Background: an optimization exercise with open tools, aiming at small area. Do not read the settings as production practice. Only simulation tests tie the RTL to the original design; equivalence was not proved. Power is estimated from default activity; no workload was simulated.

## trial 3
==> flow/design.v <==
module dm_bus_responder #(
  parameter int unsigned DEPTH_WORDS = 64,
  parameter int unsigned WAIT_CYCLES = 2,
  parameter logic [31:0] BASE_ADDR   = 32'h0000_0000
) (
  input  logic        clk,
  input  logic        rst,
  input  logic        req,
  input  logic        we,
  input  logic [31:0] addr,
  input  logic [31:0] wdata,
  input  logic [3:0]  be,
  output logic [31:0] rdata,
  output logic        ready,
  output logic        err,
  output logic        busy
);
  localparam int NP = 32;   
  logic [1:0]  st_q;
  logic        p_q;                  
  logic [63:0] valid_q;
  logic [31:0] rdata_q;
  logic [5:0]  idx_q;
  logic        we_q, err_q;
  logic [3:0]  be_q;
  logic [31:0] wd_q;
  logic [NP-1:0][31:0] sa_q, sb_q;
  logic idle, s1, s2;
  assign idle = (st_q == 2'b00);
  assign s1   = (st_q == 2'b01);
  assign s2   = (st_q == 2'b11);
  logic accept;
  assign accept = idle & req;
  logic [5:0] idx_d;
  logic       we_d, err_d;
  logic [3:0] be_d;
  logic       err_in;
  assign err_in = (addr[1:0] != 2'b00) || (addr[31:8] != 24'd0);
  assign idx_d  = idle ? addr[7:2] : idx_q;
  assign we_d   = idle ? we        : we_q;
  assign err_d  = idle ? err_in    : err_q;
  assign be_d   = idle ? be        : be_q;
  always_ff @(posedge clk) begin
    idx_q <= idx_d;
    we_q  <= we_d;
    err_q <= err_d;
    be_q  <= be_d;
    wd_q  <= wdata;
  end
  logic valid_sel;
  assign valid_sel = valid_q[idx_d];
  logic [NP-1:0] pdec;
  always_comb begin
    for (int m = 0; m < NP; m++) pdec[m] = (idx_d[5:1] == 5'(m));
  end
  logic x, in_a;
  assign x    = idx_d[0];
  assign in_a = (x == p_q);
  logic wr_cyc;
  assign wr_cyc = we_d & ~err_d & (accept | s1);
  logic [3:0] gen;                   
  always_comb begin
    for (int b = 0; b < 4; b++) gen[b] = wr_cyc & (be_d[b] | ~valid_sel);
  end
  logic [31:0] col;
  always_comb begin
    for (int i = 0; i < 32; i++) col[i] = idle | ((wd_q[i] & be_q[i/8]) ^ p_q);
  end
  always_ff @(posedge clk) begin
    for (int m = 0; m < NP; m++) begin
      for (int i = 0; i < 32; i++) begin
        sa_q[m][i] <= ~((pdec[m] & gen[i/8] & ~in_a & col[i]) | sb_q[m][i]);
        sb_q[m][i] <= ~((pdec[m] & gen[i/8] &  in_a & col[i]) | sa_q[m][i]);
      end
    end
  end
  logic load_ok, cap;
  assign load_ok = ~we_q & ~err_q & valid_sel;
  assign cap     = (s1 | s2) & in_a & load_ok;
  logic [31:0] rd;
  always_comb begin
    rd = '0;
    for (int m = 0; m < NP; m++) rd = rd | (sa_q[m] & {32{pdec[m]}});
  end
  always_ff @(posedge clk or negedge rst) begin
    if (!rst) begin
      st_q    <= 2'b00;
      p_q     <= 1'b0;
      valid_q <= '0;
      rdata_q <= '0;
    end else begin
      p_q <= ~p_q;
      case (st_q)
        2'b00:   st_q <= req ? 2'b01 : 2'b00;
        2'b01:   st_q <= 2'b11;
        2'b11:   st_q <= 2'b10;
        default: st_q <= 2'b00;
      endcase
      if (s1 & we_q & ~err_q) valid_q[idx_q] <= 1'b1;
      if (cap)     rdata_q <= rd ^ {32{p_q}};
      else if (!s2) rdata_q <= '0;
    end
  end
  assign rdata = rdata_q;
  assign ready = (st_q == 2'b10);
  assign err   = ready & err_q;
  assign busy  = (st_q != 2'b00);
endmodule
make LEC_CHECK=0 CAP_MARGIN=20 CORE_MARGIN=2 CORE_UTILIZATION=70 CTS_BUF_LIST=sky130_fd_sc_hd__clkbuf_4 PLACE_DENSITY=0.8 SLEW_MARGIN=20 finish   # period 8.0 ns
run.sh (not shown) runs the stock make flow with config.mk's settings and CLKGATE_MAP_FILE= SYNTH_SCRIPT=/design/flow/synth_recipe.tcl, a recipe that flattens the netlist after the stock synthesis.
Trial 3 reached the final stage; the timing, DRC and antenna checks on its layout passed.
Changes in trial 30 relative to trial 3:
- CORE_UTILIZATION changed from 70 to 40
- CTS_BUF_LIST removed (was sky130_fd_sc_hd__clkbuf_4)
- PLACE_DENSITY removed (was 0.8)
Results
- Comparing trial 30 and trial 3, the higher wire length of the first global-routing pass is on trial 30.
- Row initial antenna violation count: trial 30 lower / trial 3 higher
- Total routing resource utilization after global routing (higher): trial 3
- Against trial 3, worst-case setup slack after placement in trial 30 came out better.
- Between trial 30 and trial 3, proportion of power drawn by flip-flops and latches is lower for trial 30, trial 3 comes in above that.
- Delta(met3 routing resource usage after global routing, trial 30 - trial 3) < 0

==> afterwards: timing with drivers on the ports <==
The results above use ideal ports. As a check the final layouts listed here were re-extracted and re-timed, cells and wires unchanged. Step 1 (the two cells are an assumption about what drives the block):
set clk [get_ports {clk}]
set_driving_cell -lib_cell sky130_fd_sc_hd__clkbuf_16 $clk
set_driving_cell -lib_cell sky130_fd_sc_hd__buf_2 [delete_from_list [all_inputs] $clk]
Step 2 adds t to the input delays and takes it off the output delays; t is the mean of the earliest and latest rising clock arrival at the registers after step 1. Input paths then give back, and output paths get back, about the clock's delay inside the block. a / b / c = no drivers / after step 1 / after step 2; a / b = the first two.
run	t, ns	slack for setup (ns)	hold slack, ns	worst register clock-pin slew, ns	worst slew at a driven data input, ns
trial 3	1.325	2.044 / 1.970 / 1.590	0.320 / 0.320 / 0.320	0.08 / 0.08	0.06
trial 30	0.917	2.274 / 2.274 / 1.564	0.365 / 0.365 / 0.365	0.07 / 0.07	0.05
After both steps every run listed still meets setup and hold. For trial 30, which loses most, drivers alone change the setup slack by 0.000 ns; drivers and shift together by -0.710 ns.
